This design comes from an exercise in tuning for small area, a short achievable clock period and few clock cycles per item on the open sky130 flow, not from production work. Where RTL was checked, it was by simulation tests only, not by an equivalence proof against the original. No functional check of the RTL was part of runs 1 to 3. Power and IR drop assume default switching activity.

===== flow/flow/run.sh =====
#!/bin/bash
# Standard layout, except that the port buffers are sky130_fd_sc_hd__buf_4
# instead of the delay buffer buffer_ports picks on its own. Every input and
# output port still gets its buffer. The whole make output goes to
# standard.log in the work folder (ORFS keeps its per-step logs under orfs/).
set -euo pipefail
export BUFFER_PORTS_ARGS="-buffer_cell sky130_fd_sc_hd__buf_4"
bash standard.sh > standard.log 2>&1

===== flow/standard.sh =====
#!/bin/bash
# synth_recipe.tcl (not shown) runs the flow's synth.tcl, then flattens the netlist and writes it again
# the make line also repeats each setting of config.mk as NAME=value (left out here)
make -C /OpenROAD-flow-scripts/flow DESIGN_CONFIG=/design/flow/config.mk WORK_HOME=/design/flow/orfs CLKGATE_MAP_FILE= SYNTH_SCRIPT=/design/flow/synth_recipe.tcl "${@:-finish}"

===== flow/design.v =====
package tfdr_pkg;
  localparam logic [1:0] CMD_SET     = 2'd0;
  localparam logic [1:0] CMD_RESTART = 2'd1;
  localparam logic [1:0] CMD_TICK    = 2'd2;
  localparam logic [1:0]  FAN_LIMIT   = 2'd3;
  localparam logic [15:0] PASSTHROUGH = 16'hFFFF;
  localparam logic [8:0]  FAN0_RESET  = 9'h020;
  localparam logic [16:0] ELAPSED_MAX = 17'h1FFFF;
  localparam logic [2:0] PH_IDLE = 3'd0;   
  localparam logic [2:0] PH_MOD1 = 3'd1;   
  localparam logic [2:0] PH_MOD2 = 3'd2;   
  localparam logic [2:0] PH_INIT = 3'd3;   
  localparam logic [2:0] PH_STEP = 3'd4;   
  localparam logic [2:0] PH_FIN  = 3'd5;   
endpackage
module tfdr_divider (
  input  logic [15:0] rem,
  input  logic [15:0] mrem,
  input  logic        mbit,
  input  logic [16:0] ela,
  input  logic [18:0] ed1,
  input  logic [18:0] ed2,
  input  logic [15:0] dur,
  output logic [1:0]  qd,
  output logic [15:0] rem_n,
  output logic        abit,
  output logic [15:0] mrem_n
);
  logic [18:0] base;
  logic [18:0] c0;
  logic [18:0] c1;
  logic [18:0] s0;
  logic [18:0] s1;
  logic [18:0] s2;
  assign base = {2'b0, rem, 1'b0};
  assign c0   = mbit ? {2'b0, ela} : 19'd0;
  assign c1   = mbit ? ed1 : ~{3'b0, dur};
  assign s0   = base + c0;
  assign s1   = base + c1 + {18'd0, !mbit};
  assign s2   = base + ed2;
  always_comb begin
    if (mbit && !s2[18]) begin
      qd    = 2'd2;
      rem_n = s2[15:0];
    end else if (!s1[18]) begin
      qd    = 2'd1;
      rem_n = s1[15:0];
    end else begin
      qd    = 2'd0;
      rem_n = s0[15:0];
    end
  end
  logic [16:0] x;
  logic [17:0] xd;
  assign x      = {mrem, ~mbit};
  assign xd     = {1'b0, x} - {2'b0, dur};
  assign abit   = xd[17];
  assign mrem_n = abit ? x[15:0] : xd[15:0];
endmodule
module three_fan_duty_ramp_unit (
  input  logic        clk,
  input  logic        rst,
  input  logic        cfg_we,
  input  logic [15:0] cfg_data,
  input  logic        s_tvalid,
  output logic        s_tready,
  input  logic [15:0] s_tdata,    
  input  logic [3:0]  s_tuser,    
  output logic        m_tvalid,
  input  logic        m_tready,
  output logic [31:0] m_tdata,    
  output logic [1:0]  m_tuser     
);
  logic [15:0] dur;
  logic [16:0] elapsed;
  logic [8:0]  t0, p0;
  logic [7:0]  t1, p1;
  logic        t1x, p1x;
  logic [8:0]  t2, p2;
  logic        t2x, p2x;
  logic [9:0]  fy0, fy2;
  logic [8:0]  fy1;
  logic [16:0] fe [3];
  logic [8:0]  fa [3];
  logic [15:0] fm [3];
  logic        fs [3];
  logic [2:0]  phase;
  logic [3:0]  cnt;
  logic        first;
  logic        mbit;    
  logic [1:0]  efan;
  logic [2:0]  dirty;
  logic        bg;      
  logic        spass;   
  logic [15:0] er;      
  logic [15:0] em;      
  logic [8:0]  eb;      
  logic [8:0]  eq;      
  logic        esg;     
  logic [18:0] ed1;     
  logic [18:0] ed2;     
  logic        pend;
  logic [1:0] cmd;
  logic [1:0] fan_in;
  logic       acc;
  logic       tick_acc;
  logic       rst_acc;
  logic       set_acc;
  logic       out_free;
  logic       tick_go;
  logic       clean;
  assign cmd      = s_tuser[1:0];
  assign fan_in   = s_tuser[3:2];
  assign s_tready = ((phase == tfdr_pkg::PH_IDLE) || bg) && !pend;
  assign acc      = s_tvalid && s_tready;
  assign tick_acc = acc && (cmd == tfdr_pkg::CMD_TICK);
  assign rst_acc  = acc && (cmd == tfdr_pkg::CMD_RESTART);
  assign set_acc  = acc && (cmd == tfdr_pkg::CMD_SET) && (fan_in != tfdr_pkg::FAN_LIMIT);
  assign out_free = !m_tvalid || m_tready;
  assign clean    = (phase == tfdr_pkg::PH_IDLE) && (dirty == 3'b000);
  logic go_new;
  logic go_old;
  assign go_new   = clean && !pend;
  assign go_old   = clean && pend;
  assign tick_go  = ((s_tvalid && cmd == tfdr_pkg::CMD_TICK && go_new) || go_old) &&
                    (m_tready || !m_tvalid);
  logic [10:0] tv [3];
  logic [10:0] pv [3];
  assign tv[0] = {2'b00, t0};
  assign tv[1] = t1x ? 11'h7FF : {3'b000, t1};
  assign tv[2] = t2x ? 11'h7FF : {2'b00, t2};
  assign pv[0] = {2'b00, p0};
  assign pv[1] = p1x ? 11'h7FF : {3'b000, p1};
  assign pv[2] = p2x ? 11'h7FF : {2'b00, p2};
  always_ff @(posedge clk) begin
    if (rst) begin
      dur <= '0;
    end else if (cfg_we) begin
      dur <= cfg_data;
    end
  end
  always_ff @(posedge clk) begin
    ed1 <= {2'b00, elapsed} - {3'b000, dur};
    ed2 <= {2'b00, elapsed} - {2'b00, dur, 1'b0};
  end
  always_ff @(posedge clk) begin
    if (rst) begin
      elapsed <= '0;
    end else if (rst_acc) begin
      elapsed <= '0;
    end else if (tick_go && elapsed != tfdr_pkg::ELAPSED_MAX) begin
      elapsed <= elapsed + 1'b1;
    end
  end
  logic        tk_c  [3];
  logic [16:0] tk_e  [3];
  logic [9:0]  tk_a  [3];
  logic [9:0]  tk_y  [3];
  logic [9:0]  fy_w  [3];
  assign fy_w[0] = fy0;
  assign fy_w[1] = {1'b0, fy1};
  assign fy_w[2] = fy2;
  for (genvar f = 0; f < 3; f++) begin : g_tick
    assign tk_c[f]  = !fe[f][16];
    assign tk_e[f]  = fe[f] + {1'b1, ~fm[f]} + (tk_c[f] ? 17'd0 : {1'b0, dur});
    assign tk_a[f]  = {10{fs[f]}} ^ {1'b0, fa[f]};
    assign tk_y[f]  = fy_w[f] + tk_a[f] + {9'd0, fs[f] ^ tk_c[f]};
  end
  logic        last;
  logic [1:0]  qd;
  logic [15:0] er_n;
  logic        abit;
  logic [15:0] em_n;
  logic [8:0]  eq_n;
  logic        step_en;
  logic [10:0] sel_t;
  logic [10:0] sel_p;
  logic [10:0] dif_a;
  logic [10:0] dif_b;
  logic        mag_neg;
  logic [8:0]  mag;
  assign last  = (cnt == 4'd0);
  assign sel_t   = tv[efan];
  assign sel_p   = pv[efan];
  assign dif_a   = sel_t - sel_p;
  assign dif_b   = sel_p - sel_t;
  assign mag_neg = dif_a[10];
  assign mag     = mag_neg ? dif_b[8:0] : dif_a[8:0];
  tfdr_divider u_div (
    .rem    (er),
    .mrem   (em),
    .mbit   (mbit),
    .ela    (elapsed),
    .ed1    (ed1),
    .ed2    (ed2),
    .dur    (dur),
    .qd     (qd),
    .rem_n  (er_n),
    .abit   (abit),
    .mrem_n (em_n)
  );
  assign step_en = first ? mag[8] : 1'b1;
  assign eq_n    = {eq[7:0], 1'b0} + {7'd0, qd};
  logic [12:0] mod_z;
  logic [8:0]  mod_r;
  logic [11:0] mod_c [4];
  assign mod_z = {er[15:10], 6'd0} - {5'd0, er[15:10], 2'd0} + {7'd0, er[15:10]} + {3'd0, er[9:0]};
  for (genvar k = 0; k < 4; k++) begin : g_modc
    logic [11:0] off;
    always_comb begin
      case (er[12:10])
        3'd0:    off = 12'(0   - 321 * k);
        3'd1:    off = 12'(61  - 321 * k);
        3'd2:    off = 12'(122 - 321 * k);
        3'd3:    off = 12'(183 - 321 * k);
        default: off = 12'(244 - 321 * k);
      endcase
    end
    assign mod_c[k] = {2'b00, er[9:0]} + off;
  end
  always_comb begin
    if (!mod_c[3][11])      mod_r = mod_c[3][8:0];
    else if (!mod_c[2][11]) mod_r = mod_c[2][8:0];
    else if (!mod_c[1][11]) mod_r = mod_c[1][8:0];
    else                    mod_r = mod_c[0][8:0];
  end
  logic [10:0] new_t;
  always_comb begin
    if (efan == 2'd1) begin
      new_t = spass ? 11'h7FF : {3'b000, er[7:0]};
    end else if (spass) begin
      new_t = (efan == 2'd2) ? 11'h7FF : 11'd51;
    end else begin
      new_t = {2'b00, mod_r};
    end
  end
  logic [9:0]  fin_y;
  logic [16:0] fin_e;
  assign fin_y = sel_p[9:0] + (esg ? -{1'b0, eq} : {1'b0, eq});
  assign fin_e = {1'b0, er} + {1'b1, ~em};
  logic [1:0] pick;
  always_comb begin
    if (dirty[0])      pick = 2'd0;
    else if (dirty[1]) pick = 2'd1;
    else               pick = 2'd2;
  end
  always_ff @(posedge clk) begin
    if (rst) begin
      phase <= tfdr_pkg::PH_IDLE;
      dirty <= 3'b000;
      bg    <= 1'b0;
    end else begin
      if (set_acc) begin
        phase <= (fan_in == 2'd1 || s_tdata == tfdr_pkg::PASSTHROUGH) ?
                 tfdr_pkg::PH_MOD2 : tfdr_pkg::PH_MOD1;
        bg    <= 1'b0;
      end else if (rst_acc && bg) begin
        phase <= tfdr_pkg::PH_IDLE;
        bg    <= 1'b0;
      end else begin
        case (phase)
          tfdr_pkg::PH_IDLE: begin
            if (dirty != 3'b000) begin
              phase <= tfdr_pkg::PH_INIT;
              bg    <= 1'b1;
            end
          end
          tfdr_pkg::PH_MOD1: begin
            phase <= tfdr_pkg::PH_MOD2;
          end
          tfdr_pkg::PH_MOD2, tfdr_pkg::PH_INIT: begin
            phase <= cfg_we ? tfdr_pkg::PH_IDLE : tfdr_pkg::PH_STEP;
          end
          tfdr_pkg::PH_STEP: begin
            if (cfg_we) begin
              phase <= tfdr_pkg::PH_IDLE;
            end else if (last) begin
              phase <= tfdr_pkg::PH_FIN;
            end
          end
          default: begin
            phase <= tfdr_pkg::PH_IDLE;
            bg    <= 1'b0;
          end
        endcase
        if (cfg_we) begin
          bg <= 1'b0;
        end
      end
      if (phase == tfdr_pkg::PH_FIN && !rst_acc) begin
        dirty[efan] <= 1'b0;
      end
      if (cfg_we) begin
        dirty <= 3'b111;
      end
    end
  end
  always_ff @(posedge clk) begin
    if (set_acc) begin
      efan  <= fan_in;
      spass <= (s_tdata == tfdr_pkg::PASSTHROUGH);
    end else if (phase == tfdr_pkg::PH_IDLE) begin
      efan <= pick;
    end
  end
  always_ff @(posedge clk) begin
    case (phase)
      tfdr_pkg::PH_MOD1: begin
        er <= {3'b000, mod_z};
      end
      tfdr_pkg::PH_MOD2, tfdr_pkg::PH_INIT: begin
        er    <= '0;
        em    <= dur - 1'b1;
        eq    <= '0;
        cnt   <= 4'd8;
        first <= 1'b1;
        mbit  <= 1'b1;
      end
      tfdr_pkg::PH_STEP: begin
        if (step_en) begin
          er <= er_n;
          em <= em_n;
          eq <= eq_n;
        end
        if (first) begin
          eb   <= {mag[7:0], abit & mag[8]};
          esg  <= mag_neg;
          mbit <= mag[7];
        end else begin
          eb   <= {eb[7:0], abit};
          mbit <= eb[7];
        end
        first <= 1'b0;
        cnt   <= cnt - 1'b1;
      end
      default: begin end
    endcase
    if (set_acc) begin
      er <= s_tdata;
    end
  end
  logic wr_t;
  assign wr_t = (phase == tfdr_pkg::PH_MOD2);
  always_ff @(posedge clk) begin
    if (rst) begin
      t0 <= tfdr_pkg::FAN0_RESET;
      p0 <= tfdr_pkg::FAN0_RESET;
    end else if (wr_t && efan == 2'd0) begin
      p0 <= t0;
      t0 <= new_t[8:0];
    end
  end
  always_ff @(posedge clk) begin
    if (rst) begin
      t1  <= '0;
      t1x <= 1'b1;
      p1  <= '0;
      p1x <= 1'b1;
    end else if (wr_t && efan == 2'd1) begin
      p1  <= t1;
      p1x <= t1x;
      t1  <= er[7:0];
      t1x <= spass;
    end
  end
  always_ff @(posedge clk) begin
    if (rst) begin
      t2  <= '0;
      t2x <= 1'b1;
      p2  <= '0;
      p2x <= 1'b1;
    end else if (wr_t && efan == 2'd2) begin
      p2  <= t2;
      p2x <= t2x;
      t2  <= new_t[8:0];
      t2x <= spass;
    end
  end
  logic eng_wr [3];
  for (genvar f = 0; f < 3; f++) begin : g_state
    assign eng_wr[f] = (phase == tfdr_pkg::PH_FIN) && (efan == 2'(f));
    always_ff @(posedge clk) begin
      if (eng_wr[f]) begin
        fa[f] <= eb;
        fm[f] <= em;
        fs[f] <= esg;
      end
    end
    always_ff @(posedge clk) begin
      if (rst_acc) begin
        fe[f] <= {1'b1, ~fm[f]};
      end else if (eng_wr[f]) begin
        fe[f] <= fin_e;
      end else if (tick_go) begin
        fe[f] <= tk_e[f];
      end
    end
  end
  always_ff @(posedge clk) begin
    if (rst_acc) begin
      fy0 <= pv[0][9:0];
    end else if (eng_wr[0]) begin
      fy0 <= fin_y;
    end else if (tick_go) begin
      fy0 <= tk_y[0];
    end
  end
  always_ff @(posedge clk) begin
    if (rst_acc) begin
      fy1 <= pv[1][8:0];
    end else if (eng_wr[1]) begin
      fy1 <= fin_y[8:0];
    end else if (tick_go) begin
      fy1 <= tk_y[1][8:0];
    end
  end
  always_ff @(posedge clk) begin
    if (rst_acc) begin
      fy2 <= pv[2][9:0];
    end else if (eng_wr[2]) begin
      fy2 <= fin_y;
    end else if (tick_go) begin
      fy2 <= tk_y[2];
    end
  end
  logic       bypass;
  logic [9:0] ramp [3];
  assign bypass = (dur == 16'd0) || (elapsed >= {1'b0, dur});
  for (genvar f = 0; f < 3; f++) begin : g_ramp
    assign ramp[f] = bypass ? tv[f][9:0] : tk_y[f];
  end
  always_ff @(posedge clk) begin
    if (rst) begin
      m_tvalid <= 1'b0;
      pend     <= 1'b0;
    end else begin
      if (tick_go) begin
        m_tvalid <= 1'b1;
      end else if (m_tready) begin
        m_tvalid <= 1'b0;
      end
      if (tick_acc && !tick_go) begin
        pend <= 1'b1;
      end else if (tick_go) begin
        pend <= 1'b0;
      end
    end
  end
  logic [28:0] data_r;
  always_ff @(posedge clk) begin
    if (out_free) begin
      data_r  <= {t2x ? 10'd0 : ramp[2], t1x ? 9'd0 : ramp[1][8:0], ramp[0]};
      m_tuser <= {t2x, t1x};
    end
  end
  assign m_tdata = {3'b000, data_r};
endmodule

===== flow/config.mk =====
export PLATFORM = sky130hd
export DESIGN_NAME = three_fan_duty_ramp_unit
export DESIGN_NICKNAME = three_fan_duty_ramp_unit
export VERILOG_FILES = /design/flow/design.v
export SDC_FILE = /design/flow/constraint.sdc
export NUM_CORES = 4
export LEC_CHECK = 0
export CAP_MARGIN = 20
export CORE_MARGIN = 2
export CORE_UTILIZATION = 40
export PLACE_DENSITY = 0.6
export SETUP_SLACK_MARGIN = 4.0
export SLEW_MARGIN = 20

===== flow/constraint.sdc =====
create_clock -name core_clock -period 7.5 [get_ports {clk}]
set_input_delay 1.5000 -clock core_clock [delete_from_list [all_inputs] [get_ports {clk}]]
set_output_delay 1.5000 -clock core_clock [all_outputs]
set_load 0.01 [all_outputs]

==> metrics.log, run 1 <==
[metrics] result of the run: finished clean
[metrics] sequential element share of the synthesized area: 34.6%
[metrics] post-detail-place hpwl: 68.3 mm
[metrics] number of instances in the synthesized netlist: 3282
[metrics] # nets final: 3838
[metrics] Worst Reg2Reg Path Length in Cells: 17
[metrics] worst hold path class: flop to flop
[metrics] largest vdd supply drop: 0.348 mV
[metrics] share of power burned in registers: 20.2%
[metrics] pin count of the biggest net entering global routing: 68
[metrics] critical register-to-register path startpoint: efan[0]
[metrics] Post-synth ARST share: 0%
[metrics] CTS H-tree lvls: 2
[metrics] drt via density: 5.71
[metrics] overall fraction of global-route tracks in use: 24.9%
[metrics] area of the mapped netlist: 0.0292 mm^2
[metrics] setup ws final: 3.66 ns
[metrics] number of global-route vias before repair: 23772
[metrics] Tot Pwr: 15000 uW
[metrics] area of the die: 0.0753 mm^2
[metrics] Pwr per Cell Area: 429 mW/mm^2
[metrics] CP required: 7.89 ns
[metrics] Die Width: 274 um
[metrics] fillcell total: 6854
[metrics] Comb pwr share: 64.6%
[metrics] setup violation total in the final timing report: 0
[metrics] hold buffers post-CTS: 0
[metrics] type of destination of the critical path: flop
[metrics] Port Buf Inserts: 73
[metrics] height of the die: 274 um
[metrics] number of hold-slack violations in the final timing report: 0
[metrics] total cell area at the placement stage: 0.0307 mm^2
[metrics] DR vias: 25474
[metrics] type of the worst setup path: flop to flop
[metrics] number of instances on the worst hold path: 0
[metrics] total net switching power: 6790 uW
[metrics] relative contribution of the clock network to total power: 15.2%
[metrics] register clock-pin slew on the reported worst setup and hold paths: 0.06 ns
[metrics] accumulated negative setup slack: 0 ns
[metrics] setup repair after global routing missed its margin: yes
[metrics] hold_sp: elapsed[0]
[metrics] min Tclk post-route: 3.84 ns
[metrics] Hold Path End: ed2[0]
[metrics] Final Util: 48.2%
[metrics] drc violations: 0
[metrics] Max-Slew Margin vs Limit: 28.7%
[metrics] num ports: 77
[metrics] Max Fanout on Critical Path: 7
[metrics] crit path launch type: flop
[metrics] achievable clock frequency: 0.260 GHz
[metrics] Iteration-0 DRC Markers: 2103
[metrics] internal power component: 8230 uW
[metrics] sinks on the clock net: 383
[metrics] placement-stage worst setup slack: 2.70 ns
[metrics] number of synthesized flops with an enable pin: 245
[metrics] initial antenna violation count: 4
[metrics] Detailed Routing Iterations Pass 1: 6
[metrics] final routed wire length divided by cell count: 21.7 um
[metrics] critical path data arrival time: 4.24 ns
[metrics] global route total overflow: 0
[metrics] r2r setup slk: 3.66 ns
[metrics] ratio of final minimum period to clock period: 51.2%
[metrics] Final GP Congestion: 0.928
[metrics] Num CTS Buffers: 47
[metrics] synthesis-to-finish area growth: 19.8%
[metrics] P_leak: 0.0143 uW
[metrics] total of max-cap violations: 0
[metrics] clock latency at the later pin of the worst-skew pair: 0.64 ns
[metrics] wire length of the first global-routing pass: 143 mm
[metrics] predominant post-synthesis flop cell: sky130_fd_sc_hd__edfxtp_1
[metrics] Max Transition Viols Final: 0
[metrics] share of post-route cells with drive strength above 1: 16.8%
[metrics] count of synthesis-stage warnings from yosys: 16
[metrics] post-synthesis cell type count: 81
[metrics] Detail Route Antenna Nets: 0
[metrics] Rows: 99
[metrics] placeable core area: 0.0727 mm^2
[metrics] final cell area excluding filler cells: 0.0350 mm^2
[metrics] flop and latch count out of synthesis: 383
[metrics] switching portion of total power: 45.2%
[metrics] capture instance of the worst register-to-register path: eb[6]
[metrics] CTS root buffer: sky130_fd_sc_hd__clkbuf_16
[metrics] Clock Tree Buf Depth: 3
[metrics] transition time at the pin with the least slew margin: 1.07 ns
[metrics] TritonCTS clock tree: yes
[metrics] worst clock skew: 0.0542 ns
[metrics] Initial Util: 40.2%
[metrics] Total Wirelength: 97.0 mm
[metrics] average instance area after synthesis: 8.91 um^2
[state kept, by name, summed over array words and instances (netlist names), 10 cells and up]
name     cells
data_r      29
dur         16
ed1         18
ed2         18
elapsed     17
em          16
er          16
fa          27
fe          51
fm          48
fy0         10
fy2         10
[metal layers]
layer / share of wire [%] / global-route usage, %
met1: 44 / 35.4
met2: 46 / 39.4
met3: 8.3 / 3.99
met4: 2.2 / 6.54
met5: 0.018 / 0
[through the flow]
stage | cells | hold slack, ns
finish | 4465 | 0.436
global route | 4463 | 0.444
CTS | 4392 | 0.439
detailed placement | 4206 | 0.472
global placement | 4206 | 0.463
floorplan | 3284 | 0.423
[cell usage after synthesis (all sizes together) (17+ instances only)]
library cell  instances  area [um^2]
a211oi               64          480
a21o                 45          338
a21oi               246         1240
a31oi                40          250
and2                 58          363
and3                 33          206
buf                  22          106
clkbuf              110          413
dfxtp               138         2760
edfxtp              245         7360
fa                   74         1480
ha                  258         3230
inv                 225          845
mux2i                64          641
nand2               316         1190
nand2b               29          181
nand3                69          345
nand4                17          106
nor2                322         1210
nor2b                31          194
nor3                 82          410
o211ai               30          225
o21a                 45          338
o21ai               223         1120
o21bai               19          143
o31ai                19          153
or3                  20          125
xnor2               153         1340
xor2                102          893
[placed cells by master, fill, tap and decap left out, types with 19 or more instances in the layout]
cell type	instances
sky130_fd_sc_hd__nor3_1	79
sky130_fd_sc_hd__and2_1	54
sky130_fd_sc_hd__nand3_1	63
sky130_fd_sc_hd__nand2_1	307
sky130_fd_sc_hd__a21oi_1	225
sky130_fd_sc_hd__o211ai_1	30
sky130_fd_sc_hd__a31oi_1	33
sky130_fd_sc_hd__mux2i_1	64
sky130_fd_sc_hd__o21ai_0	187
sky130_fd_sc_hd__buf_6	21
sky130_fd_sc_hd__clkbuf_16	50
sky130_fd_sc_hd__nand2b_1	26
sky130_fd_sc_hd__fa_1	66
sky130_fd_sc_hd__nor2_1	313
sky130_fd_sc_hd__o21bai_1	19
sky130_fd_sc_hd__nor2b_1	24
sky130_fd_sc_hd__ha_1	235
sky130_fd_sc_hd__edfxtp_1	245
sky130_fd_sc_hd__o21a_1	43
sky130_fd_sc_hd__or3_1	20
sky130_fd_sc_hd__dfxtp_1	119
sky130_fd_sc_hd__a211oi_1	48
sky130_fd_sc_hd__inv_1	202
sky130_fd_sc_hd__xor2_1	97
sky130_fd_sc_hd__and3_1	32
sky130_fd_sc_hd__xnor2_1	150
sky130_fd_sc_hd__a21oi_2	20
sky130_fd_sc_hd__buf_4	220
sky130_fd_sc_hd__o21ai_1	22
sky130_fd_sc_hd__a21o_1	44
[critical path, cell delays in order (launching register included)]
cell                       delay (ns)
sky130_fd_sc_hd__edfxtp_1        0.44
sky130_fd_sc_hd__inv_2           0.16
sky130_fd_sc_hd__ha_4            0.21
sky130_fd_sc_hd__o21ai_2         0.07
sky130_fd_sc_hd__nand3_2         0.08
sky130_fd_sc_hd__o21a_1          0.15
sky130_fd_sc_hd__ha_2            0.19
sky130_fd_sc_hd__inv_2           0.04
sky130_fd_sc_hd__fa_2            0.34
sky130_fd_sc_hd__a21o_1          0.21
sky130_fd_sc_hd__a221oi_2        0.23
sky130_fd_sc_hd__o211ai_1        0.20
sky130_fd_sc_hd__a31oi_1         0.31
sky130_fd_sc_hd__o211ai_1        0.14
sky130_fd_sc_hd__a41oi_2         0.28
sky130_fd_sc_hd__a31oi_1         0.14
sky130_fd_sc_hd__xnor2_1         0.15
sky130_fd_sc_hd__mux2_2          0.26
[how the worst max path moves through the flow]
stage               startpoint   endpoint  slack [ns]  depth (start not counted)
floorplan              efan[1]      er[0]        3.57                         18
global placement       efan[1]      eb[8]        2.76                         17
detailed placement     efan[1]      eb[8]        2.70                         13
CTS                  fe[1][16]  fe[1][16]        3.69                         13
global route           efan[0]      eb[6]        3.48                         17
finish                 efan[0]      eb[6]        3.66                         17
[final cells by class]
cell class	instances	area [um^2]	share of cell area, %
clock buffer	73	1380	3.93
multi-input combinational	2548	19000	54.2
sequential	383	10200	29.0
timing repair buffer	256	2180	6.23
clock inverter	15	181	0.518
antenna	2	5.00	0.0143
tap	959	1200	3.43
inverter	229	916	2.62
[power groups by stage]
| stage | Combinational [uW] | Sequential [uW] | Clock, uW |
|---|---|---|---|
| global placement | 7680 | 3180 | 0 |
| CTS | 8790 | 3070 | 2310 |
| floorplan | 5920 | 2930 | 0 |
| global route | 10500 | 3050 | 2390 |
| detailed placement | 7700 | 3180 | 0 |
| finish | 9710 | 3030 | 2290 |
[cell families (layout without fill, tap and decap cells)]
group / after synthesis / in the layout / share of synthesized area, %
other: 1 / 5 / 0.0128
DFF: 383 / 383 / 34.6
muxes: 78 / 78 / 2.73
adders and majority gates: 332 / 332 / 16.1
and+or+nand+nor: 1018 / 1022 / 15.8
xor gates and xnor gates: 255 / 255 / 7.64
AOI/OAI and AO/OA: 854 / 858 / 18.4
buffers and inverters: 361 / 573 / 4.72
[what timing repair did]
action                                  in CTS  in global routing
buffers inserted                            90                 66
cloned                                       8                  5
hold endpoints to repair                     0                  0
pin swaps                                   75                 73
resized for setup                          183                151
endpoints found under the setup margin     286                175
==> run 2: changes to the inputs <==
--- a/flow/config.mk
+++ b/flow/config.mk
@@ -10,4 +10,4 @@
 export CORE_UTILIZATION = 40
 export PLACE_DENSITY = 0.6
-export SETUP_SLACK_MARGIN = 4.0
+export SETUP_SLACK_MARGIN = 3.7
 export SLEW_MARGIN = 20
==> metrics.log, run 2 <==
[metrics] library cell occupying the most area in the post-synthesis netlist: sky130_fd_sc_hd__edfxtp_1
[metrics] cell count after placement: 4212 (+0.14%)
[metrics] flop and latch count out of synthesis: 383 (unchanged)
[metrics] sequential element share of the synthesized area: 34.6% (unchanged)
[metrics] register ranked first by flip-flop count: fe
[metrics] DR vias: 25275 (-0.78%)
[metrics] Die Width: 274 um (unchanged)
[metrics] share of synthesized cell area in and, or, nand and nor gates: 15.8% (unchanged)
[metrics] Rows: 99 (unchanged)
[metrics] worst clock skew: 0.0471 ns (-0.00710 ns)
[metrics] post-synthesis cell type count: 81 (unchanged)
[metrics] Iteration-0 DRC Markers: 2258 (+7.4%)
[metrics] # nets final: 3785 (-1.4%)
[metrics] placeable core area: 0.0727 mm^2 (unchanged)
[metrics] drt via density: 5.73 (+0.48%)
[metrics] Max-Slew Margin vs Limit: 33.5% (+4.8 points)
[metrics] capture instance of the worst register-to-register path: er[3]
[metrics] largest vdd supply drop: 0.253 mV (-27%)
[metrics] setup repair after global routing missed its margin: yes
[metrics] Worst Reg2Reg Path Length in Cells: 18 (+1)
[metrics] Max Transition Viols Final: 0 (unchanged)
[metrics] area of the die: 0.0753 mm^2 (unchanged)
[metrics] Detail Route Antenna Nets: 0 (unchanged)
[metrics] TritonCTS clock tree: yes
[metrics] critical path data arrival time: 4.19 ns (-0.05 ns)
[metrics] synthesis-to-finish area growth: 16.4%
[metrics] final cell area excluding filler cells: 0.0340 mm^2 (-2.9%)
[metrics] Post-synth ARST share: 0% (unchanged)
[metrics] transition time at the pin with the least slew margin: 0.998 ns (-0.0725 ns)
[metrics] type of destination of the critical path: flop
[metrics] critical register-to-register path startpoint: efan[0]
[metrics] Clock Tree Buf Depth: 3 (unchanged)
[metrics] CTS H-tree lvls: 2 (unchanged)
[metrics] result of the run: finished clean
[metrics] worst hold path class: flop to flop
[metrics] Top Registers: fe x51, fm x48, data_r x29
[metrics] crit path launch type: flop
[metrics] number of instances on the worst hold path: 0 (unchanged)
[metrics] average instance area after synthesis: 8.91 um^2 (unchanged)
[metrics] xor and xnor area share after synthesis: 7.64% (unchanged)
[metrics] number of instances in the synthesized netlist: 3282 (unchanged)
[metrics] Final GP Congestion: 0.982 (+5.9%)
[metrics] Initial Util: 40.2% (unchanged)
[metrics] achievable clock frequency: 0.256 GHz (-1.5%)
[metrics] dominant combinational cell family by area after synthesis: compound AO/OA/AOI/OAI gates
[metrics] accumulated negative setup slack: 0 ns (unchanged)
[metrics] global route total overflow: 0 (unchanged)
[metrics] total of max-cap violations: 0 (unchanged)
[metrics] area of the mapped netlist: 0.0292 mm^2 (unchanged)
[metrics] total cell area at the placement stage: 0.0307 mm^2 (about the same)
[metrics] setup violation total in the final timing report: 0 (unchanged)
[metrics] fillcell total: 6987 (+1.9%)
[metrics] most repeated cell in the gate-level netlist after synthesis: sky130_fd_sc_hd__nor2_1
[metrics] clock latency at the later pin of the worst-skew pair: 0.62 ns (-0.02 ns)
[metrics] fraction of the mapped netlist area in compound gates: 18.4% (unchanged)
[metrics] share of synthesized area spent on multiplexers: 2.73% (unchanged)
[metrics] Num CTS Buffers: 46 (-2.1%)
[metrics] area share of the largest cell type after synthesis: 25.2% (unchanged)
[metrics] final routed wire length divided by cell count: 21.7 um (-0.22%)
[metrics] Port Buf Inserts: 73 (unchanged)
[metrics] list of most frequent post-synthesis cells: 321 x sky130_fd_sc_hd__nor2_1, 316 x sky130_fd_sc_hd__nand2_1, 258 x sky130_fd_sc_hd__ha_1, 245 x sky130_fd_sc_hd__edfxtp_1, 244 x sky130_fd_sc_hd__a21oi_1
[metrics] sinks on the clock net: 383 (unchanged)
[metrics] wire length of the first global-routing pass: 144 mm (about the same)
[metrics] height of the die: 274 um (unchanged)
[metrics] Hold Path End: ed2[0]
[metrics] commonest non-fill, non-tap cells in the layout: 314 x sky130_fd_sc_hd__nor2_1, 311 x sky130_fd_sc_hd__nand2_1, 245 x sky130_fd_sc_hd__ha_1, 245 x sky130_fd_sc_hd__edfxtp_1, 234 x sky130_fd_sc_hd__a21oi_1
[metrics] Pwr per Cell Area: 434 mW/mm^2 (+1.1%)
[metrics] worst-path cell chain: inv_2 -> ha_4 -> o21ai_2 -> nand3_1 -> o21a_1 -> ha_2 -> inv_2 -> fa_2 -> a21o_1 -> a221o_1 -> a21o_1 -> a21oi_2 -> xnor2_1 -> nor2_1 -> o21a_1 -> nand2b_4 -> o211ai_1 -> buf_4
[metrics] CP max-delay cell: sky130_fd_sc_hd__edfxtp_1
[metrics] adder and majority cell fraction of the synthesized area: 16.1% (unchanged)
[metrics] ratio of final minimum period to clock period: 52.0% (+0.76 points)
[metrics] leading post-synthesis cells by cell area: sky130_fd_sc_hd__edfxtp_1 25%, sky130_fd_sc_hd__ha_1 11%, sky130_fd_sc_hd__dfxtp_1 9.5%, sky130_fd_sc_hd__fa_1 5.1%, sky130_fd_sc_hd__xnor2_1 4.6%
[metrics] pin count of the biggest net entering global routing: 79 (+16%)
[metrics] post-detail-place hpwl: 68.8 mm (+0.59%)
[metrics] num ports: 77 (unchanged)
[metrics] Detailed Routing Iterations Pass 1: 5 (-1)
[metrics] final std cells w/o fill: 4409 (-1.3%)
[metrics] number of antenna diodes: 0 (-2)
[metrics] register clock-pin slew on the reported worst setup and hold paths: 0.06 ns (about the same)
[metrics] initial antenna violation count: 0 (-4)
[metrics] most common cell after layout, fill and taps aside: sky130_fd_sc_hd__nor2_1
[metrics] overall fraction of global-route tracks in use: 24.9% (-0.033 points)
[metrics] hold buffers post-CTS: 0 (unchanged)
[metrics] hold_sp: elapsed[0]
[metrics] Total Wirelength: 95.6 mm (-1.5%)
[metrics] CP required: 7.79 ns (-0.10 ns)
[metrics] CTS root buffer: sky130_fd_sc_hd__clkbuf_16
[metrics] P_leak: 0.0140 uW (-2.2%)
[metrics] count of synthesis-stage warnings from yosys: 16 (unchanged)
[metrics] maximum cell stage delay along the critical path: 0.45 ns (about the same)
[metrics] share of post-route cells with drive strength above 1: 13.2% (-3.6 points)
[metrics] Largest register FFs: 51 (unchanged)
[metrics] r2r setup slk: 3.60 ns (-0.06 ns)
[metrics] number of global-route vias before repair: 23863 (+0.38%)
[metrics] number of synthesized flops with an enable pin: 245 (unchanged)
[metrics] number of hold-slack violations in the final timing report: 0 (unchanged)
[metrics] predominant post-synthesis flop cell: sky130_fd_sc_hd__edfxtp_1
[metrics] type of the worst setup path: flop to flop
[metrics] Max Fanout on Critical Path: 8 (+1)
[metrics] drc violations: 0 (unchanged)
[metrics] min Tclk post-route: 3.90 ns (+0.0568 ns)
## run 2: layout make-up
cell class                 instances  area, um^2  share of cell area [%]
multi-input combinational       2541       18500                    54.3
tap                              959        1200                    3.53
timing repair buffer             211        1740                    5.11
inverter                         229         895                    2.63
sequential                       383       10200                    29.9
clock buffer                      68        1350                    3.96
clock inverter                    18         209                   0.614
## run 2: power breakdown
group          total, uW  internal, uW  switching, uW
sequential          3040          2690            345
combinational       9390          4030           5360
clock               2330          1360            976
total              14800          8080           6680
## run 2: worst max-delay path by stage
| stage | endpoint | depth (start not counted) | startpoint |
|---|---|---|---|
| after global placement | em[13] | 16 | efan[1] |
| after detailed placement | eb[8] | 17 | efan[1] |
| after global routing | er[3] | 18 | efan[0] |
| after floorplan | er[0] | 18 | efan[1] |
| final | er[3] | 18 | efan[0] |
| after CTS | eb[8] | 19 | efan[0] |
## run 2: logic make-up (layout without fill, tap and decap cells)
group	after synthesis	after routing
simple gates	1018	1019
compound gates	854	854
flops	383	383
buf+inv	361	526
fa+ha+maj	332	332
xor+xnor	255	255
mux	78	78
other cells	1	3
## run 2: timing repair
action | CTS | global route
pin swaps | 31 | 54
resized for setup | 99 | 90
hold endpoints to repair | 0 | 0
buffers inserted | 74 | 33
gates cloned | 2 | 2
setup endpoints to repair | 158 | 129
## run 2: worst max-delay path: cells and delay by family, from the launching register on
kind                     cells  cell delay [ns]
XOR/XNOR                     1             0.12
AND/OR/NAND/NOR              3             0.32
flip-flops                   1             0.45
adder cells (fa/ha/maj)      3             0.74
buffers and inverters        3             0.45
AO/OA/AOI/OAI                8             1.49
## run 2: stage by stage
step	setup WS, ns	utilization (%)	hold slack, ns	power (uW)
global placement	2.69	42.3	0.477	10900
floorplan	3.57	-	0.423	8840
global route	3.43	46.8	0.460	15700
detailed placement	2.63	42.3	0.479	10900
finish	3.60	46.8	0.438	14800
CTS	3.64	45.9	0.488	14100
## run 2: metal layers
metal / wire (um) / vias to the layer above / global-route usage (%)
li1: - / 11961 / -
met1: 42100 / 12189 / 35.3
met2: 42700 / 963 / 39.0
met3: 8070 / 162 / 4.06
met4: 2690 / 0 / 7.22
met5: 0 / - / 0
==> run 3: changes to the inputs <==
--- a/flow/design.v
+++ b/flow/design.v
@@ -19,6 +19,4 @@
   input  logic        mbit,
   input  logic [16:0] ela,
-  input  logic [18:0] ed1,
-  input  logic [18:0] ed2,
   input  logic [15:0] dur,
   output logic [1:0]  qd,
@@ -29,5 +27,4 @@
   logic [18:0] base;
   logic [18:0] c0;
-  logic [18:0] c1;
   logic [18:0] s0;
   logic [18:0] s1;
@@ -35,8 +32,7 @@
   assign base = {2'b0, rem, 1'b0};
   assign c0   = mbit ? {2'b0, ela} : 19'd0;
-  assign c1   = mbit ? ed1 : ~{3'b0, dur};
   assign s0   = base + c0;
-  assign s1   = base + c1 + {18'd0, !mbit};
-  assign s2   = base + ed2;
+  assign s1   = base + c0 - {3'b0, dur};
+  assign s2   = base + c0 - {2'b0, dur, 1'b0};
   always_comb begin
     if (mbit && !s2[18]) begin
@@ -98,6 +94,4 @@
   logic [8:0]  eq;      
   logic        esg;     
-  logic [18:0] ed1;     
-  logic [18:0] ed2;     
   logic        pend;
   logic [1:0] cmd;
@@ -141,8 +135,4 @@
   end
   always_ff @(posedge clk) begin
-    ed1 <= {2'b00, elapsed} - {3'b000, dur};
-    ed2 <= {2'b00, elapsed} - {2'b00, dur, 1'b0};
-  end
-  always_ff @(posedge clk) begin
     if (rst) begin
       elapsed <= '0;
@@ -192,6 +182,4 @@
     .mbit   (mbit),
     .ela    (elapsed),
-    .ed1    (ed1),
-    .ed2    (ed2),
     .dur    (dur),
     .qd     (qd),
@@ -449,5 +437,5 @@
   logic [28:0] data_r;
   always_ff @(posedge clk) begin
-    if (out_free) begin
+    if (tick_go) begin
       data_r  <= {t2x ? 10'd0 : ramp[2], t1x ? 9'd0 : ramp[1][8:0], ramp[0]};
       m_tuser <= {t2x, t1x};
--- a/flow/config.mk
+++ b/flow/config.mk
@@ -10,4 +10,4 @@
 export CORE_UTILIZATION = 40
 export PLACE_DENSITY = 0.6
-export SETUP_SLACK_MARGIN = 3.7
+export SETUP_SLACK_MARGIN = 4.0
 export SLEW_MARGIN = 20
==> metrics.log, run 3 <==
[metrics] total of max-cap violations: 0 (unchanged)
[metrics] DR vias: 24767 (-2.0%)
[metrics] critical path data arrival time: 5.11 ns (+0.92 ns)
[metrics] most common cell after layout, fill and taps aside: sky130_fd_sc_hd__nand2_1
[metrics] sequential element share of the synthesized area: 33.8% (-0.79 points)
[metrics] post-detail-place hpwl: 65.8 mm (-4.2%)
[metrics] share of post-route cells with drive strength above 1: 20.9% (+7.7 points)
[metrics] final routed wire length divided by cell count: 21.9 um (+0.96%)
[metrics] setup repair after global routing missed its margin: yes
[metrics] Final Util: 50.2% (+3.4 points)
[metrics] Max Fanout on Critical Path: 9 (+1)
[metrics] worst clock skew: 0.0396 ns (-0.00755 ns)
[metrics] type of destination of the critical path: flop
[metrics] share of power burned in registers: 17.9% (-2.7 points)
[metrics] Clock Tree Buf Depth: 3 (unchanged)
[metrics] pin count of the biggest net entering global routing: 66 (-16%)
[metrics] Post-synth ARST share: 0% (unchanged)
[metrics] commonest non-fill, non-tap cells in the layout: 284 x sky130_fd_sc_hd__nand2_1, 282 x sky130_fd_sc_hd__nor2_1, 245 x sky130_fd_sc_hd__edfxtp_1, 237 x sky130_fd_sc_hd__buf_4, 215 x sky130_fd_sc_hd__a21oi_1
[metrics] number of synthesized flops with an enable pin: 245 (unchanged)
[metrics] Top Registers: fe x51, fm x48, data_r x29
[metrics] drc violations: 0 (unchanged)
[metrics] switching portion of total power: 45.1% (-0.19 points)
[metrics] flop and latch count out of synthesis: 347 (-9.4%)
[metrics] CTS H-tree lvls: 2 (unchanged)
[metrics] Detail Route Antenna Nets: 0 (unchanged)
[metrics] number of instances in the synthesized netlist: 3134 (-4.5%)
[metrics] Total Wirelength: 94.7 mm (-0.92%)
[metrics] Max-Slew Margin vs Limit: 27.6% (-5.9 points)
[metrics] wire length of the first global-routing pass: 142 mm (-1.1%)
[metrics] count of synthesis-stage warnings from yosys: 16 (unchanged)
[metrics] Largest register FFs: 51 (unchanged)
[metrics] area of the die: 0.0716 mm^2 (-4.9%)
[metrics] Pwr per Cell Area: 452 mW/mm^2 (+4.2%)
[metrics] clock latency at the later pin of the worst-skew pair: 0.60 ns (-0.02 ns)
[metrics] result of the run: finished clean
[metrics] Num CTS Buffers: 41 (-11%)
[metrics] synthesis-to-finish area growth: 24.2%
[metrics] number of global-route vias before repair: 23543 (-1.3%)
[metrics] worst hold path class: flop to flop
[metrics] library cell occupying the most area in the post-synthesis netlist: sky130_fd_sc_hd__edfxtp_1
[metrics] achievable clock frequency: 0.209 GHz (-19%)
[metrics] area share of the largest cell type after synthesis: 26.5% (+1.3 points)
[metrics] average instance area after synthesis: 8.86 um^2 (-0.46%)
[metrics] Comb pwr share: 68.6% (+5.0 points)
[metrics] Die Width: 268 um (-2.5%)
[metrics] accumulated negative setup slack: 0 ns (unchanged)
[metrics] Rows: 96 (-3.0%)
[metrics] height of the die: 268 um (-2.5%)
[metrics] P_leak: 0.0139 uW (-0.52%)
[metrics] final std cells w/o fill: 4327 (-1.9%)
[metrics] post-synthesis cell type count: 88 (+8.6%)
[metrics] most repeated cell in the gate-level netlist after synthesis: sky130_fd_sc_hd__nor2_1
[metrics] Initial Util: 40.4% (+0.24 points)
[metrics] Port Buf Inserts: 73 (unchanged)
[metrics] overall fraction of global-route tracks in use: 25.9% (+1.0 points)
[metrics] crit path launch type: flop
[metrics] register ranked first by flip-flop count: fe
[metrics] sinks on the clock net: 347 (-9.4%)
[metrics] predominant post-synthesis flop cell: sky130_fd_sc_hd__edfxtp_1
[metrics] min Tclk post-route: 4.79 ns (+0.891 ns)
[metrics] setup violation total in the final timing report: 0 (unchanged)
[metrics] hold buffers post-CTS: 0 (unchanged)
[metrics] type of the worst setup path: flop to flop
[metrics] TritonCTS clock tree: yes
[metrics] internal power component: 8570 uW (+6.1%)
[metrics] global route total overflow: 0 (unchanged)
[metrics] CTS root buffer: sky130_fd_sc_hd__clkbuf_16
[metrics] start point of the critical path: mbit
[metrics] leading post-synthesis cells by cell area: sky130_fd_sc_hd__edfxtp_1 26%, sky130_fd_sc_hd__ha_1 11%, sky130_fd_sc_hd__dfxtp_1 7.4%, sky130_fd_sc_hd__fa_1 5.4%, sky130_fd_sc_hd__xnor2_1 4.3%
[metrics] number of antenna diodes: 0 (unchanged)
[metrics] list of most frequent post-synthesis cells: 300 x sky130_fd_sc_hd__nor2_1, 292 x sky130_fd_sc_hd__nand2_1, 245 x sky130_fd_sc_hd__edfxtp_1, 243 x sky130_fd_sc_hd__ha_1, 238 x sky130_fd_sc_hd__a21oi_1
[metrics] cell count after placement: 4034 (-4.2%)
[metrics] relative contribution of the clock network to total power: 13.5% (-2.3 points)
[metrics] largest vdd supply drop: 0.292 mV (+15%)
[metrics] ratio of final minimum period to clock period: 63.9% (+12 points)
[metrics] initial antenna violation count: 0 (unchanged)
[metrics] register clock-pin slew on the reported worst setup and hold paths: 0.06 ns (about the same)
[metrics] # nets final: 3722 (-1.7%)
[metrics] Iteration-0 DRC Markers: 2305 (+2.1%)
[metrics] drt via density: 5.72 (-0.15%)
[metrics] number of hold-slack violations in the final timing report: 0 (unchanged)
[metrics] area of the mapped netlist: 0.0278 mm^2 (-5.0%)
[metrics] CP required: 7.82 ns (+0.03 ns)
[metrics] hold_sp: p2[4]
[metrics] Max Transition Viols Final: 0 (unchanged)
[metrics] transition time at the pin with the least slew margin: 1.09 ns (+0.0881 ns)
[metrics] critical register-to-register path startpoint: mbit
[metrics] num ports: 77 (unchanged)
[metrics] Final GP Congestion: 0.928 (-5.5%)
[metrics] total net switching power: 7030 uW (+5.3%)
[metrics] Detailed Routing Iterations Pass 1: 8 (+3)
[metrics] placeable core area: 0.0687 mm^2 (-5.5%)
[metrics] post-route worst hold slack: 0.482 ns (+0.0435 ns)
==> run 3: cell count changes in the layout (fill, tap and decap cells not counted), sizes merged, moves of 12 or more <==
| cell | delta |
|---|---|
| nand2 | -23 |
| nor2 | -21 |
| mux2i | -14 |
| o21ai | -18 |
| buf | +101 |
| ha | -15 |
| clkbuf | -12 |
| dfxtp | -36 |
| xnor2 | -16 |
| xor2 | -18 |
==> run 3: timing repair <==
action | CTS | global route
endpoints found under the hold margin | 0 | 0
pin swaps | 78 | 145
setup buffers | 147 | 58
cloned | 9 | 3
setup endpoints to repair | 258 | 151
gates resized for setup | 216 | 203
==> run 3: stage by stage <==
stage	setup WS (ns)	total power (uW)	area, um^2
finish	2.71	15600	34500
global route	2.58	16500	34500
CTS	2.80	14200	33100
detailed placement	2.15	10700	29500
global placement	2.24	10800	29500
floorplan	2.97	8730	28200
==> run 3: power groups by stage <==
stage	registers, uW	logic (uW)	clock network, uW
5_1_grt	2810	11500	2200
4_1_cts	2770	9340	2130
2_1_floorplan	2640	6080	0
3_3_place_gp	2890	7880	0
3_5_place_dp	2890	7860	0
6_report	2790	10700	2100
==> run 3: cells by family (layout without fill, tap and decap cells) <==
| family | after synthesis | after routing | share of synthesized area, % |
|---|---|---|---|
| fa+ha+maj | 318 | 318 | 16.3 |
| buf+inv | 372 | 629 | 5.10 |
| other cells | 1 | 3 | 0.0135 |
| xor+xnor | 221 | 221 | 6.97 |
| mux | 64 | 64 | 2.37 |
| simple gates | 973 | 974 | 16.3 |
| flops | 347 | 347 | 33.8 |
| compound gates | 838 | 840 | 19.1 |
==> run 3: cell type report <==
type | instances | area, um^2
Clock buffer | 57 | 1210
Clock inverter | 19 | 199
Fill cell | 6456 | 34200
Inverter | 240 | 951
Multi-Input combinational cell | 2420 | 18700
Sequential cell | 347 | 9440
Tap cell | 931 | 1160
Timing Repair Buffer | 312 | 2800
Timing Repair inverter | 1 | 5.00
==> run 3: metal layers <==
layer	wire, um	vias up	track usage, %
met2	41500	1020	39.7
met1	41400	11897	36.8
met4	3570	0	9.71
met5	0	-	0
li1	-	11662	-
met3	8140	188	4.02
==> run 3: path summary, 6_finish.rpt <==
kind	end	slack (ns)	cells after the start
hold / removal	p2[4]	0.48	2
setup reg to reg	er[0]	2.71	24
setup / recovery	er[0]	2.71	24
hold reg to reg	p2[4]	0.48	2
==> run 3: critical path: stages, from the launching register on <==
cell                       delay (ns)
sky130_fd_sc_hd__edfxtp_1        0.53
sky130_fd_sc_hd__and2_4          0.22
sky130_fd_sc_hd__ha_4            0.12
sky130_fd_sc_hd__inv_2           0.04
sky130_fd_sc_hd__fa_2            0.39
sky130_fd_sc_hd__nor2b_4         0.17
sky130_fd_sc_hd__o31ai_4         0.08
sky130_fd_sc_hd__a21boi_4        0.21
sky130_fd_sc_hd__buf_4           0.14
sky130_fd_sc_hd__buf_4           0.09
sky130_fd_sc_hd__buf_4           0.09
sky130_fd_sc_hd__buf_4           0.09
sky130_fd_sc_hd__buf_4           0.09
sky130_fd_sc_hd__buf_4           0.10
sky130_fd_sc_hd__buf_4           0.10
sky130_fd_sc_hd__buf_4           0.09
sky130_fd_sc_hd__buf_4           0.09
sky130_fd_sc_hd__buf_4           0.09
sky130_fd_sc_hd__buf_4           0.09
sky130_fd_sc_hd__a41oi_2         0.19
sky130_fd_sc_hd__a22o_1          0.30
sky130_fd_sc_hd__a31oi_2         0.62
sky130_fd_sc_hd__o21ai_2         0.13
sky130_fd_sc_hd__mux2i_1         0.14
sky130_fd_sc_hd__a221o_1         0.32
==> run 4: changes to the inputs <==
--- a/flow/design.v
+++ b/flow/design.v
@@ -19,4 +19,6 @@
   input  logic        mbit,
   input  logic [16:0] ela,
+  input  logic [18:0] ed1,
+  input  logic [18:0] ed2,
   input  logic [15:0] dur,
   output logic [1:0]  qd,
@@ -27,4 +29,5 @@
   logic [18:0] base;
   logic [18:0] c0;
+  logic [18:0] c1;
   logic [18:0] s0;
   logic [18:0] s1;
@@ -32,7 +35,8 @@
   assign base = {2'b0, rem, 1'b0};
   assign c0   = mbit ? {2'b0, ela} : 19'd0;
+  assign c1   = mbit ? ed1 : ~{3'b0, dur};
   assign s0   = base + c0;
-  assign s1   = base + c0 - {3'b0, dur};
-  assign s2   = base + c0 - {2'b0, dur, 1'b0};
+  assign s1   = base + c1 + {18'd0, !mbit};
+  assign s2   = base + ed2;
   always_comb begin
     if (mbit && !s2[18]) begin
@@ -94,5 +98,11 @@
   logic [8:0]  eq;      
   logic        esg;     
-  logic        pend;
+  logic [10:0] tsel;    
+  logic [10:0] psel;    
+  logic [18:0] ed1;     
+  logic [18:0] ed2;     
+  logic        pend;    
+  logic        pend_r;  
+  logic        byp_r;   
   logic [1:0] cmd;
   logic [1:0] fan_in;
@@ -100,4 +110,6 @@
   logic       tick_acc;
   logic       rst_acc;
+  logic       rst_go;
+  logic       hold;
   logic       set_acc;
   logic       out_free;
@@ -106,5 +118,5 @@
   assign cmd      = s_tuser[1:0];
   assign fan_in   = s_tuser[3:2];
-  assign s_tready = ((phase == tfdr_pkg::PH_IDLE) || bg) && !pend;
+  assign s_tready = ((phase == tfdr_pkg::PH_IDLE) || bg) && !pend && !pend_r;
   assign acc      = s_tvalid && s_tready;
   assign tick_acc = acc && (cmd == tfdr_pkg::CMD_TICK);
@@ -112,8 +124,10 @@
   assign set_acc  = acc && (cmd == tfdr_pkg::CMD_SET) && (fan_in != tfdr_pkg::FAN_LIMIT);
   assign out_free = !m_tvalid || m_tready;
+  assign hold     = m_tvalid && !m_tready;
+  assign rst_go   = (rst_acc || pend_r) && !hold;
   assign clean    = (phase == tfdr_pkg::PH_IDLE) && (dirty == 3'b000);
   logic go_new;
   logic go_old;
-  assign go_new   = clean && !pend;
+  assign go_new   = clean && !pend && !pend_r;
   assign go_old   = clean && pend;
   assign tick_go  = ((s_tvalid && cmd == tfdr_pkg::CMD_TICK && go_new) || go_old) &&
@@ -137,5 +151,5 @@
     if (rst) begin
       elapsed <= '0;
-    end else if (rst_acc) begin
+    end else if (rst_go) begin
       elapsed <= '0;
     end else if (tick_go && elapsed != tfdr_pkg::ELAPSED_MAX) begin
@@ -143,4 +157,8 @@
     end
   end
+  always_ff @(posedge clk) begin
+    ed1 <= {2'b00, elapsed} - {3'b000, dur};
+    ed2 <= {2'b00, elapsed} - {2'b00, dur, 1'b0};
+  end
   logic        tk_c  [3];
   logic [16:0] tk_e  [3];
@@ -173,6 +191,6 @@
   assign sel_t   = tv[efan];
   assign sel_p   = pv[efan];
-  assign dif_a   = sel_t - sel_p;
-  assign dif_b   = sel_p - sel_t;
+  assign dif_a   = tsel - psel;
+  assign dif_b   = psel - tsel;
   assign mag_neg = dif_a[10];
   assign mag     = mag_neg ? dif_b[8:0] : dif_a[8:0];
@@ -182,4 +200,6 @@
     .mbit   (mbit),
     .ela    (elapsed),
+    .ed1    (ed1),
+    .ed2    (ed2),
     .dur    (dur),
     .qd     (qd),
@@ -225,5 +245,5 @@
   logic [9:0]  fin_y;
   logic [16:0] fin_e;
-  assign fin_y = sel_p[9:0] + (esg ? -{1'b0, eq} : {1'b0, eq});
+  assign fin_y = psel[9:0] + (esg ? -{1'b0, eq} : {1'b0, eq});
   assign fin_e = {1'b0, er} + {1'b1, ~em};
   logic [1:0] pick;
@@ -243,5 +263,5 @@
                  tfdr_pkg::PH_MOD2 : tfdr_pkg::PH_MOD1;
         bg    <= 1'b0;
-      end else if (rst_acc && bg) begin
+      end else if (rst_go && bg) begin
         phase <= tfdr_pkg::PH_IDLE;
         bg    <= 1'b0;
@@ -258,5 +278,9 @@
           end
           tfdr_pkg::PH_MOD2, tfdr_pkg::PH_INIT: begin
-            phase <= cfg_we ? tfdr_pkg::PH_IDLE : tfdr_pkg::PH_STEP;
+            if (cfg_we) begin
+              phase <= tfdr_pkg::PH_IDLE;
+            end else if (!(phase == tfdr_pkg::PH_MOD2 && hold)) begin
+              phase <= tfdr_pkg::PH_STEP;
+            end
           end
           tfdr_pkg::PH_STEP: begin
@@ -268,6 +292,8 @@
           end
           default: begin
-            phase <= tfdr_pkg::PH_IDLE;
-            bg    <= 1'b0;
+            if (!hold || cfg_we) begin
+              phase <= tfdr_pkg::PH_IDLE;
+              bg    <= 1'b0;
+            end
           end
         endcase
@@ -276,5 +302,5 @@
         end
       end
-      if (phase == tfdr_pkg::PH_FIN && !rst_acc) begin
+      if (phase == tfdr_pkg::PH_FIN && !hold && !rst_go) begin
         dirty[efan] <= 1'b0;
       end
@@ -298,10 +324,14 @@
       end
       tfdr_pkg::PH_MOD2, tfdr_pkg::PH_INIT: begin
-        er    <= '0;
-        em    <= dur - 1'b1;
-        eq    <= '0;
-        cnt   <= 4'd8;
-        first <= 1'b1;
-        mbit  <= 1'b1;
+        if (!(phase == tfdr_pkg::PH_MOD2 && hold)) begin
+          tsel  <= (phase == tfdr_pkg::PH_MOD2) ? new_t : sel_t;
+          psel  <= (phase == tfdr_pkg::PH_MOD2) ? sel_t : sel_p;
+          er    <= '0;
+          em    <= dur - 1'b1;
+          eq    <= '0;
+          cnt   <= 4'd8;
+          first <= 1'b1;
+          mbit  <= 1'b1;
+        end
       end
       tfdr_pkg::PH_STEP: begin
@@ -329,5 +359,5 @@
   end
   logic wr_t;
-  assign wr_t = (phase == tfdr_pkg::PH_MOD2);
+  assign wr_t = (phase == tfdr_pkg::PH_MOD2) && !hold;
   always_ff @(posedge clk) begin
     if (rst) begin
@@ -367,5 +397,5 @@
   logic eng_wr [3];
   for (genvar f = 0; f < 3; f++) begin : g_state
-    assign eng_wr[f] = (phase == tfdr_pkg::PH_FIN) && (efan == 2'(f));
+    assign eng_wr[f] = (phase == tfdr_pkg::PH_FIN) && (efan == 2'(f)) && !hold;
     always_ff @(posedge clk) begin
       if (eng_wr[f]) begin
@@ -376,5 +406,5 @@
     end
     always_ff @(posedge clk) begin
-      if (rst_acc) begin
+      if (rst_go) begin
         fe[f] <= {1'b1, ~fm[f]};
       end else if (eng_wr[f]) begin
@@ -386,5 +416,5 @@
   end
   always_ff @(posedge clk) begin
-    if (rst_acc) begin
+    if (rst_go) begin
       fy0 <= pv[0][9:0];
     end else if (eng_wr[0]) begin
@@ -395,5 +425,5 @@
   end
   always_ff @(posedge clk) begin
-    if (rst_acc) begin
+    if (rst_go) begin
       fy1 <= pv[1][8:0];
     end else if (eng_wr[1]) begin
@@ -404,5 +434,5 @@
   end
   always_ff @(posedge clk) begin
-    if (rst_acc) begin
+    if (rst_go) begin
       fy2 <= pv[2][9:0];
     end else if (eng_wr[2]) begin
@@ -412,14 +442,11 @@
     end
   end
-  logic       bypass;
-  logic [9:0] ramp [3];
+  logic bypass;
   assign bypass = (dur == 16'd0) || (elapsed >= {1'b0, dur});
-  for (genvar f = 0; f < 3; f++) begin : g_ramp
-    assign ramp[f] = bypass ? tv[f][9:0] : tk_y[f];
-  end
   always_ff @(posedge clk) begin
     if (rst) begin
       m_tvalid <= 1'b0;
       pend     <= 1'b0;
+      pend_r   <= 1'b0;
     end else begin
       if (tick_go) begin
@@ -433,13 +460,21 @@
         pend <= 1'b0;
       end
+      if (rst_acc && hold) begin
+        pend_r <= 1'b1;
+      end else if (!hold) begin
+        pend_r <= 1'b0;
+      end
     end
   end
-  logic [28:0] data_r;
   always_ff @(posedge clk) begin
     if (tick_go) begin
-      data_r  <= {t2x ? 10'd0 : ramp[2], t1x ? 9'd0 : ramp[1][8:0], ramp[0]};
-      m_tuser <= {t2x, t1x};
+      byp_r <= bypass;
     end
   end
-  assign m_tdata = {3'b000, data_r};
+  logic [9:0] duty [3];
+  for (genvar f = 0; f < 3; f++) begin : g_duty
+    assign duty[f] = byp_r ? tv[f][9:0] : fy_w[f];
+  end
+  assign m_tdata = {3'b000, t2x ? 10'd0 : duty[2], t1x ? 9'd0 : duty[1][8:0], duty[0]};
+  assign m_tuser = {t2x, t1x};
 endmodule
--- a/flow/config.mk
+++ b/flow/config.mk
@@ -10,4 +10,4 @@
 export CORE_UTILIZATION = 40
 export PLACE_DENSITY = 0.6
-export SETUP_SLACK_MARGIN = 4.0
+export SETUP_SLACK_MARGIN = 3.6
 export SLEW_MARGIN = 20
==> metrics.log, run 4 <==
[metrics] flop and latch count out of synthesis: 374 (+7.8%)
[metrics] min Tclk post-route: 3.73 ns (-1.06 ns)
[metrics] CTS H-tree lvls: 2 (unchanged)
[metrics] worst hold path class: flop to flop
[metrics] final routed wire length divided by cell count: 21.8 um (-0.37%)
[metrics] Worst Reg2Reg Path Length in Cells: 12 (-50%)
[metrics] share of post-route cells with drive strength above 1: 7.93% (-13 points)
[metrics] Detailed Routing Iterations Pass 1: 6 (-2)
[metrics] result of the run: finished clean
[metrics] setup repair after global routing missed its margin: yes
[metrics] global route total overflow: 0 (unchanged)
[metrics] Max-Slew Margin vs Limit: 27.8% (+0.21 points)
[metrics] worst clock skew: 0.0273 ns (-0.0123 ns)
[metrics] overall fraction of global-route tracks in use: 24.7% (-1.2 points)
[metrics] Largest register FFs: 51 (unchanged)
[metrics] Clock Tree Buf Depth: 3 (unchanged)
[metrics] average instance area after synthesis: 8.79 um^2 (-0.79%)
[metrics] CP max-delay cell: sky130_fd_sc_hd__edfxtp_1
[metrics] post-route worst hold slack: 0.478 ns (-0.00355 ns)
[metrics] achievable clock frequency: 0.268 GHz (+29%)
[metrics] leading post-synthesis cells by cell area: sky130_fd_sc_hd__edfxtp_1 24%, sky130_fd_sc_hd__ha_1 11%, sky130_fd_sc_hd__dfxtp_1 9.3%, sky130_fd_sc_hd__fa_1 5.0%, sky130_fd_sc_hd__a21oi_1 4.5%
[metrics] drc violations: 0 (unchanged)
[metrics] number of instances in the synthesized netlist: 3393 (+8.3%)
[metrics] num ports: 77 (unchanged)
[metrics] commonest non-fill, non-tap cells in the layout: 312 x sky130_fd_sc_hd__nand2_1, 288 x sky130_fd_sc_hd__nor2_1, 269 x sky130_fd_sc_hd__a21oi_1, 258 x sky130_fd_sc_hd__ha_1, 238 x sky130_fd_sc_hd__inv_1
[metrics] final cell area excluding filler cells: 0.0332 mm^2 (-3.8%)
[metrics] drt via density: 5.76 (+0.67%)
[metrics] cell count after placement: 4330 (+7.3%)
[metrics] register clock-pin slew on the reported worst setup and hold paths: 0.06 ns (about the same)
[metrics] final std cells w/o fill: 4440 (+2.6%)
[metrics] Detail Route Antenna Nets: 0 (unchanged)
[metrics] P_leak: 0.0137 uW (-1.5%)
[metrics] number of instances on the worst hold path: 2 (unchanged)
[metrics] accumulated negative setup slack: 0 ns (unchanged)
[metrics] Final GP Congestion: 0.938 (+1.1%)
[metrics] pin count of the biggest net entering global routing: 78 (+18%)
[metrics] total of max-cap violations: 0 (unchanged)
[metrics] most common cell after layout, fill and taps aside: sky130_fd_sc_hd__nand2_1
[metrics] DR vias: 25584 (+3.3%)
[metrics] critical register-to-register path startpoint: er[12]
[metrics] area of the mapped netlist: 0.0298 mm^2 (+7.4%)
[metrics] placeable core area: 0.0742 mm^2 (+8.0%)
[metrics] CTS root buffer: sky130_fd_sc_hd__clkbuf_16
[metrics] predominant post-synthesis flop cell: sky130_fd_sc_hd__edfxtp_1
[metrics] Num CTS Buffers: 45 (+9.8%)
[metrics] worst-path cell chain: buf_4 -> nor2_1 -> inv_1 -> ha_1 -> a211oi_2 -> o21ai_2 -> a2111oi_4 -> nor2_2 -> mux2_1 -> o211a_1 -> o31a_1 -> mux2i_1
[metrics] total cell area at the placement stage: 0.0314 mm^2 (+6.1%)
[metrics] ratio of final minimum period to clock period: 49.7% (-14 points)
[metrics] crit path launch type: flop
[metrics] placement-stage worst setup slack: 2.69 ns (+0.541 ns)
[metrics] Die Width: 277 um (+3.6%)
[metrics] type of destination of the critical path: flop
[metrics] Pwr per Cell Area: 414 mW/mm^2 (-8.5%)
[metrics] Initial Util: 40.2% (-0.22 points)
[metrics] sinks on the clock net: 374 (+7.8%)
[metrics] critical path data arrival time: 4.16 ns (-0.95 ns)
[metrics] Top Registers: fe x51, fm x48, fa x27
[metrics] maximum cell stage delay along the critical path: 0.45 ns (-0.17 ns)
[metrics] CP required: 7.93 ns (+0.11 ns)
[metrics] Iteration-0 DRC Markers: 2536 (+10%)
[metrics] most repeated cell in the gate-level netlist after synthesis: sky130_fd_sc_hd__nand2_1
[metrics] register ranked first by flip-flop count: fe
[metrics] number of synthesized flops with an enable pin: 235 (-4.1%)
[metrics] setup violation total in the final timing report: 0 (unchanged)
[metrics] list of most frequent post-synthesis cells: 315 x sky130_fd_sc_hd__nand2_1, 288 x sky130_fd_sc_hd__nor2_1, 271 x sky130_fd_sc_hd__a21oi_1, 258 x sky130_fd_sc_hd__ha_1, 239 x sky130_fd_sc_hd__inv_1
[metrics] post-detail-place hpwl: 71.6 mm (+8.8%)
[metrics] height of the die: 277 um (+3.6%)
[metrics] clock latency at the later pin of the worst-skew pair: 0.61 ns (about the same)
[metrics] Max Fanout on Critical Path: 9 (unchanged)
[metrics] synthesis-to-finish area growth: 11.2%
[metrics] number of global-route vias before repair: 24494 (+4.0%)
[metrics] Post-synth ARST share: 0% (unchanged)
[metrics] # nets final: 3808 (+2.3%)
[metrics] wire length of the first global-routing pass: 147 mm (+3.4%)
[metrics] area of the die: 0.0768 mm^2 (+7.3%)
[metrics] library cell occupying the most area in the post-synthesis netlist: sky130_fd_sc_hd__edfxtp_1
[metrics] count of synthesis-stage warnings from yosys: 16 (unchanged)
[metrics] Port Buf Inserts: 73 (unchanged)
[metrics] capture instance of the worst register-to-register path: tsel[1]
[metrics] largest vdd supply drop: 0.229 mV (-21%)
[metrics] type of the worst setup path: flop to flop
[metrics] TritonCTS clock tree: yes
[metrics] Max Transition Viols Final: 0 (unchanged)
[metrics] transition time at the pin with the least slew margin: 1.08 ns (-0.00313 ns)
[metrics] start point of the critical path: er[12]
[metrics] setup ws final: 3.77 ns (+1.06 ns)
[metrics] sequential element share of the synthesized area: 33.0% (-0.86 points)
[metrics] r2r setup slk: 3.77 ns (+1.06 ns)
[metrics] hold buffers post-CTS: 0 (unchanged)
[metrics] number of hold-slack violations in the final timing report: 0 (unchanged)
[metrics] Total Wirelength: 96.8 mm (+2.2%)
[metrics] post-synthesis cell type count: 89 (+1.1%)
[metrics] area share of the largest cell type after synthesis: 23.6% (-2.8 points)
[metrics] destination of the critical timing path: tsel[1]
[metrics] initial antenna violation count: 6 (+6)
[metrics] Rows: 100 (+4.2%)
run 4: changes by cell type in the layout (fill, tap and decap cells not counted), moves of 20 or more:
cell	delta
sky130_fd_sc_hd__inv_1	+29
sky130_fd_sc_hd__nor2b_1	+24
sky130_fd_sc_hd__buf_4	-104
sky130_fd_sc_hd__ha_1	+44
sky130_fd_sc_hd__mux2i_1	+38
sky130_fd_sc_hd__and2_1	+20
sky130_fd_sc_hd__nor3_1	+45
sky130_fd_sc_hd__dfxtp_1	+49
sky130_fd_sc_hd__a21oi_1	+54
sky130_fd_sc_hd__ha_4	-22
sky130_fd_sc_hd__nand2_1	+28
sky130_fd_sc_hd__o21ai_0	+53
sky130_fd_sc_hd__buf_6	-54
run 4: through the flow:
step / utilization, % / power (uW)
5_1_grt: 44.7 / 14700
4_1_cts: 44.5 / 13500
2_1_floorplan: - / 8760
3_3_place_gp: 42.3 / 11100
6_report: 44.7 / 13700
3_5_place_dp: 42.3 / 11100
run 4: final cells by class:
cell class / count / area, um^2
diodes: 1 / 2.50
clock buffers: 68 / 1330
clock inverters: 15 / 184
fillers: 7242 / 41000
inverters: 243 / 917
multi-input cells: 2636 / 18700
flip-flops and latches: 374 / 9850
well taps: 969 / 1210
repair buffers: 134 / 1010
run 4: timing repair:
action                                 CTS  global route
pin swaps                                2             2
setup buffers                           16             8
cloned                                   2             0
endpoints found under the hold margin    0             0
setup endpoints to repair               79           112
resized for setup                       10            21
run 4: power breakdown:
group          internal [uW]  total [uW]  switching, uW
Clock                   1300        2260            959
Combinational           3280        8360           5080
Sequential              2690        3110            418
run 4: per-layer routing:
metal	part of all wire [%]	global-route usage [%]	routed length [um]
met5	0.018	0	17
met4	2.9	7.44	2760
met3	8.7	4.83	8380
met2	44	37.8	42200
met1	45	35.1	43400
run 4: worst min path at each step:
stage | start | to | slack [ns]
floorplan | elapsed[0] | ed2[0] | 0.40
finish | p2[3] | p2[3] | 0.48
detailed placement | p2[3] | p2[3] | 0.47
CTS | p2[3] | p2[3] | 0.48
global route | p2[6] | p2[6] | 0.50
global placement | p2[4] | p2[4] | 0.46
run 4: cells by family (layout without fill, tap and decap cells):
family                   after synthesis  in the layout  synth area share [%]
buffers and inverters                387            460                  4.98
AND/OR/NAND/NOR                     1086           1086                  17.3
adder cells (fa/ha/maj)              333            333                  15.8
flip-flops                           374            374                  33.0
XOR/XNOR                             236            236                  6.93
other                                  1              4                0.0126
AO/OA/AOI/OAI                        876            878                  18.6
multiplexers                         100            100                  3.43
run 4: worst max-delay path: cells and delay by family (launching register included):
kind,cells,cell delay (ns)
multiplexers,2,0.56
AND/OR/NAND/NOR,2,0.45
AO/OA/AOI/OAI,5,1.44
adder cells (fa/ha/maj),1,0.30
buffers and inverters,2,0.38
flip-flops,1,0.45
Testbench counts of run 4, summed over its fixed seeds: cycles 8,734, items 2,684.

-- what the ideal ports hide --
How much do the figures lean on ideal ports? The routed layouts below were timed once more, with nothing changed but the port constraints. Step 1 sets driving cells, clkbuf_16 on the clock port and buf_2 on the other inputs (assumed; they add their load-dependent delay and slew). Step 2, shift: input delay + t, output delay - t, t = (earliest + latest rising clock arrival at the registers) / 2. This alone moves slack from input paths to output paths. Three values: ideal, step 1, step 2; two values: the first two.
| run | shift t [ns] | setup slack, ns | latest minus earliest clock arrival (ns) | worst slew at a driven data input, ns |
|---|---|---|---|---|
| run 1 | 0.676 | 3.657 / 3.657 / 3.408 | 0.054 / 0.054 | 0.06 |
| run 2 | 0.663 | 3.600 / 3.600 / 3.248 | 0.048 / 0.048 | 0.05 |
| run 3 | 0.642 | 2.710 / 2.710 / 2.710 | 0.040 / 0.040 | 0.05 |
| run 4 | 0.657 | 3.772 / 3.772 / 3.164 | 0.029 / 0.029 | 0.10 |
After both steps setup and hold are still met in every run listed. The setup slack of run 4, which loses most, moves by 0.000 ns with the drivers and by -0.608 ns with both steps.
